Source: an optimization exercise on an open RTL-to-GDS flow (aim: small area, a short achievable clock period and few clock cycles per item). Production flows keep margins and buffers that such runs may drop.
The RTL was checked by simulation tests, not by an equivalence proof against the original design.

--- flow/constraint.sdc ---
create_clock -name core_clock -period 52.0 [get_ports {clk}]
set_input_delay 10.4000 -clock core_clock [delete_from_list [all_inputs] [get_ports {clk}]]
set_output_delay 10.4000 -clock core_clock [all_outputs]
set_load 0.01 [all_outputs]
--- flow/design.v ---
package poly_basemul_ctrl_pkg;
  localparam int unsigned KYBER_Q       = 3329;
  localparam int unsigned KYBER_N_PAIRS = 128;
  localparam int unsigned PAIR_ADDR_W   = 7;
  localparam int unsigned COEF_W        = 12;
  localparam int unsigned WORD_W        = 2 * COEF_W;
endpackage
module basemul_barrett #(
  parameter int unsigned YW = 25,
  parameter int unsigned SH = 11,
  parameter int unsigned S2 = 14
) (
  input  logic [YW-1:0] y,
  output logic [12:0]   r
);
  localparam int unsigned HW = YW - SH;
  logic [HW-1:0]    h;
  logic [HW+13:0]   hm;
  logic [12:0]      qt;
  always_comb begin
    h  = y[YW-1:SH];
    hm = ({h, 13'd0} + {2'd0, h, 11'd0}) - ({h, 7'd0} + {h, 5'd0} + (HW+14)'(h));
    qt = hm[S2+12:S2];
    r  = y[12:0] - ({qt[1:0], 11'd0} + {qt[2:0], 10'd0} + {qt[4:0], 8'd0} + qt);
  end
endmodule
module basemul_csub (
  input  logic [12:0] r,
  output logic [11:0] c
);
  logic [13:0] d;
  always_comb begin
    d = {1'b0, r} - 14'd3329;
    c = d[13] ? r[11:0] : d[11:0];
  end
endmodule
module basemul_unit
(
  input  logic        clk,
  input  logic [23:0] a,
  input  logic [23:0] b,
  input  logic [11:0] g,
  input  logic [23:0] cin,
  input  logic        acc,
  output logic [23:0] c
);
  logic [11:0] a0, a1, b0, b1, c0a, c1a;
  logic [23:0] p00, p11;
  logic [25:0] x1w;
  logic [24:0] x1;
  logic [23:0] x0;
  logic [12:0] t, r1;
  logic [11:0] c1;
  always_comb begin
    a0  = a[11:0];
    a1  = a[23:12];
    b0  = b[11:0];
    b1  = b[23:12];
    c0a = acc ? cin[11:0]  : 12'd0;
    c1a = acc ? cin[23:12] : 12'd0;
    p00 = a0 * b0;
    p11 = a1 * b1;
    x1w = ({13'd0, ({1'b0, a0} + {1'b0, a1})} * {13'd0, ({1'b0, b0} + {1'b0, b1})})
          - {2'd0, p00} - {2'd0, p11} + {14'd0, c1a};
    x1  = x1w[24:0];
    x0  = p00 + {12'd0, c0a};
  end
  basemul_barrett #(.YW(24), .SH(11), .S2(14)) u_red_t  (.y(p11), .r(t));
  basemul_barrett #(.YW(25), .SH(11), .S2(14)) u_red_c1 (.y(x1),  .r(r1));
  basemul_csub u_csub_c1 (.r(r1), .c(c1));
  logic [11:0] g_q;
  logic [12:0] t_q;
  logic [23:0] x0_q;
  logic [11:0] c1_q;
  always_ff @(posedge clk) begin
    g_q  <= g;
    t_q  <= t;
    x0_q <= x0;
    c1_q <= c1;
  end
  logic [24:0] y0;
  logic [12:0] r0;
  logic [11:0] c0;
  always_comb y0 = {13'd0, g_q} * {12'd0, t_q} + {1'b0, x0_q};
  basemul_barrett #(.YW(25), .SH(10), .S2(15)) u_red_c0 (.y(y0), .r(r0));
  basemul_csub u_csub_c0 (.r(r0), .c(c0));
  always_comb c = {c1_q, c0};
endmodule
import poly_basemul_ctrl_pkg::*;
module poly_basemul_ctrl
#(
  parameter int unsigned N_PAIRS = KYBER_N_PAIRS,
  parameter int unsigned ADDR_W  = PAIR_ADDR_W
) (
  input  logic              clk,
  input  logic              rst,
  input  logic              start,
  input  logic              acc_en,
  output logic              busy,
  output logic              done,
  output logic [ADDR_W-1:0] rd_addr,
  output logic              rd_en,
  input  logic [23:0]       a_rdata,
  input  logic [23:0]       b_rdata,
  input  logic [11:0]       g_rdata,
  input  logic [23:0]       c_rdata,
  output logic              wr_en,
  output logic [ADDR_W-1:0] wr_addr,
  output logic [23:0]       wr_data
);
  localparam logic [ADDR_W-1:0] LAST_K = ADDR_W'(N_PAIRS - 1);
  logic acc_q;
  logic v1, v2, v3;
  always_ff @(posedge clk or posedge rst) begin
    if (rst) begin
      acc_q   <= 1'b0;
      busy    <= 1'b0;
      done    <= 1'b0;
      rd_en   <= 1'b0;
      rd_addr <= '0;
      v1      <= 1'b0;
      v2      <= 1'b0;
      v3      <= 1'b0;
      wr_en   <= 1'b0;
      wr_addr <= '0;
    end else begin
      done <= 1'b0;
      if (start && !busy && !done) begin
        acc_q <= acc_en;
        busy  <= 1'b1;
        rd_en <= 1'b1;
      end
      if (rd_en) begin
        rd_addr <= rd_addr + ADDR_W'(1);
        if (rd_addr == LAST_K) rd_en <= 1'b0;
      end
      v1    <= rd_en;
      v2    <= v1;
      v3    <= v2;
      wr_en <= v3;
      if (wr_en) begin
        wr_addr <= wr_addr + ADDR_W'(1);
        if (wr_addr == LAST_K) begin
          busy <= 1'b0;
          done <= 1'b1;
        end
      end
    end
  end
  logic [23:0] a_q, b_q, c_q;
  logic [11:0] g_q;
  always_ff @(posedge clk) begin
    a_q <= a_rdata;
    b_q <= b_rdata;
    g_q <= g_rdata;
    c_q <= c_rdata;
  end
  logic [23:0] res;
  basemul_unit u_basemul (
    .clk (clk),
    .a   (a_q),
    .b   (b_q),
    .g   (g_q),
    .cin (c_q),
    .acc (acc_q),
    .c   (res)
  );
  always_ff @(posedge clk) wr_data <= res;
endmodule
--- flow/run.sh ---
#!/bin/bash
# synth_recipe.tcl (not shown) runs the flow's synth.tcl, then flattens the netlist and writes it again
# the make line also repeats each setting of config.mk as NAME=value (left out here)
make -C /OpenROAD-flow-scripts/flow DESIGN_CONFIG=/design/flow/config.mk WORK_HOME=/design/flow/orfs CLKGATE_MAP_FILE= SYNTH_SCRIPT=/design/flow/synth_recipe.tcl finish
--- flow/config.mk ---
export PLATFORM = sky130hd
export DESIGN_NAME = poly_basemul_ctrl
export DESIGN_NICKNAME = poly_basemul_ctrl
export VERILOG_FILES = /design/flow/design.v
export SDC_FILE = /design/flow/constraint.sdc
export NUM_CORES = 4
export LEC_CHECK = 0
export CAP_MARGIN = 20
export CORE_MARGIN = 2
export CORE_UTILIZATION = 40
export SLEW_MARGIN = 20
==> run notes <==
Setup crit start kind register; max-slew violations 0; top cells by count, synth inv_1, fa_1, ha_1; Slew Limit Headroom 29.7%; fin util 43.8%; top_reg_cell synth dfxtp_1; Critical Path Start b_q[15]; die area 94700 um2; vias in the first global route 27300; Worst R2R End u_basemul.c1_q[5]; ANT nets after route 0; Final Hold Viols 0; Unique masters post-synth 86; CTS HTree Levels 4; Clock Latency Late Sink 0.51 ns; Post-CTS Setup Inserts 0; Hold Crit Depth 0; critical path type register to register; Post-synth EDFFs 0; Root Buffer clkbuf_16; TritonCTS Sinks 191; reg2reg start b_q[15]; WP depth 67; most used cell along the critical path fa_1; worst path required time 52.39 ns; Synth Register Bits 191; Least-Margin Pin Slew 1.04 ns; Worst Path Buf+Inv 8; run status no timing/DRC/antenna violations; I/O Pins 130; initial drt markers 1172; cell area after synthesis 36900 um2; layout cells sized above 1 2.49%; warning count from the yosys run 6; most numerous cell in the Yosys netlist inv_1; global-route wire length before repair 144000 um; Final #Nets 5392; initial antenna violation count 5; post-CTS sizing 0; Crit path max-delay family adder cells; area share of the largest cell type after synthesis 33.0%; # Max-Cap Violations 0; WL/cell 16.3 um; Die X 308 um; Worst Path Max Fanout 13; routed vias/inst 4.90; Synthesized Nets 5324; GR Util All Layers 19.2%; Starting Density 40.3%; height of the die 308 um; Detailed Place HPWL 76500 um; Critical Path Sink Type register; drt first pass iters 5; maximum clock frequency 0.0532 GHz; TritonCTS buffer count 17; largest net degree at the start of global routing 26; antenna diode count 0; Clock Tree Buf Depth 2; Synth area leaders fa_1, ha_1, inv_1; Remaining Overflow, GRT 0; RSZ-0062 raised after global routing no; Setup TNS Final 0 ns; Final Skew 0.0148 ns; asr flop ratio synth 11.5%; Post-Route WL 87400 um; largest area contributor in the netlist fa_1; CP endpoint u_basemul.c1_q[5]; Final GP Congestion 0.875; DRC viols 0; final period utilization 36.2%; CP peak stage delay 0.82 ns; cell row count 111; CTS tree done; worst reg2reg path depth 67; min-delay src g_q[5]; Fin Hold WS 0.319 ns; Hold Crit Class register to register; Core Box Area 91500 um2; Seq/Total Area, Yosys 10.7%; Vias 26300; CTS Hold Bufs 0; CP max stage cell xor2_1; Worst EP arrival 19.19 ns; mean post-synth cell area 9.01 um2; Worst-path clk slew 0.09 ns; minimum clock period 18.80 ns; final setup fails 0; Port-buffer cells 129; setup slack, reg-to-reg 33.20 ns; cells after synthesis 4098; P&R area growth vs syn 8.61%; fillers 8950
layout by cell type, fill, tap and decap left out, types with 41 or more instances in the layout:
cell	n
a21o_1	74
a21oi_1	151
and2_1	199
clkdlybuf4s50_1	129
dfxtp_1	169
fa_1	608
ha_1	530
inv_1	933
nand2_1	468
nor2_1	146
nor3_1	41
o21ai_0	68
xnor2_1	141
xor2_1	97
registers in the layout (all words and copies together), names as in the netlist:
signal / cells
wr_en: 1
rd_en: 1
u_basemul.x0_q: 24
busy: 1
u_basemul.t_q: 13
u_basemul.c1_q: 12
g_q: 12
v3: 1
acc_q: 1
rd_addr: 7
wr_data: 24
a_q: 24
b_q: 24
u_basemul.g_q: 12
v1: 1
v2: 1
done: 1
wr_addr: 7
c_q: 24
final cells by class:
cell class	instances	area [um2]	area share, %
clock buffer	17	425	1.06
clock inverter	15	210	0.524
inverter	933	3500	8.74
multi-input combinational	2873	29100	72.5
sequential	191	3930	9.81
tap	1186	1480	3.70
timing repair buffer	150	1450	3.61
how the worst min path moves through the flow:
stage / end / slack (ns)
5_1_grt: u_basemul.g_q[5] / 0.33
2_1_floorplan: u_basemul.g_q[0] / 0.31
3_5_place_dp: u_basemul.g_q[7] / 0.31
3_3_place_gp: u_basemul.g_q[6] / 0.31
4_1_cts: u_basemul.g_q[5] / 0.32
6_report: u_basemul.g_q[5] / 0.32
cells by family (layout without fill, tap and decap cells):
kind of cell	after synthesis	count (layout)	synth area share, %
AND/OR/NAND/NOR	1011	1011	12.9
adder cells (fa/ha/maj)	1138	1138	50.9
flip-flops	191	191	10.7
AO/OA/AOI/OAI	468	468	8.44
multiplexers	7	7	0.207
XOR/XNOR	249	249	6.30
buffers and inverters	1034	1115	10.5
per-layer routing:
metal / global-route usage [%] / vias up / wire length [um]
met2: 32.8 / 447 / 42200
li1: - / 12800 / -
met1: 25.8 / 13000 / 40200
met3: 2.32 / 60 / 3270
met5: 0 / - / 0
met4: 4.62 / 0 / 1730
stage by stage:
step,instance area (um2),instances,worst slack [ns]
finish,40100,5365,33.20
global route,40100,5365,32.16
CTS,40100,5365,33.22
detailed placement,39500,5333,33.32
global placement,39500,5333,33.56
floorplan,36900,4098,35.19
Testbench counts, summed over its fixed seeds: cycles 6,432, jobs 48.

==> re-timing with driven ports <==
How much do the figures lean on ideal ports? The routed layout below was timed once more, with nothing changed but the port constraints. Step 1, drivers: a clkbuf_16 drives clk and a buf_2 each remaining input, both assumed. Step 2 moves the port delays by t, midway between the first and last clock arrival at a register: inputs arrive t later, outputs are due t later. That takes back most of the time a late clock gives input paths. Slacks: ideal / step 1 / step 2; pairs: ideal / step 1.
shift t [ns]: 0.567
setup WS [ns]: 33.197 / 33.197 / 33.197
worst hold slack (ns): 0.319 / 0.319 / 0.319
worst setup path at the end: register to register
cell pins on the clock port's net: 1
After both steps this run still meets setup and hold. For this run, drivers alone change the setup slack by 0.000 ns; drivers and shift together by 0.000 ns.
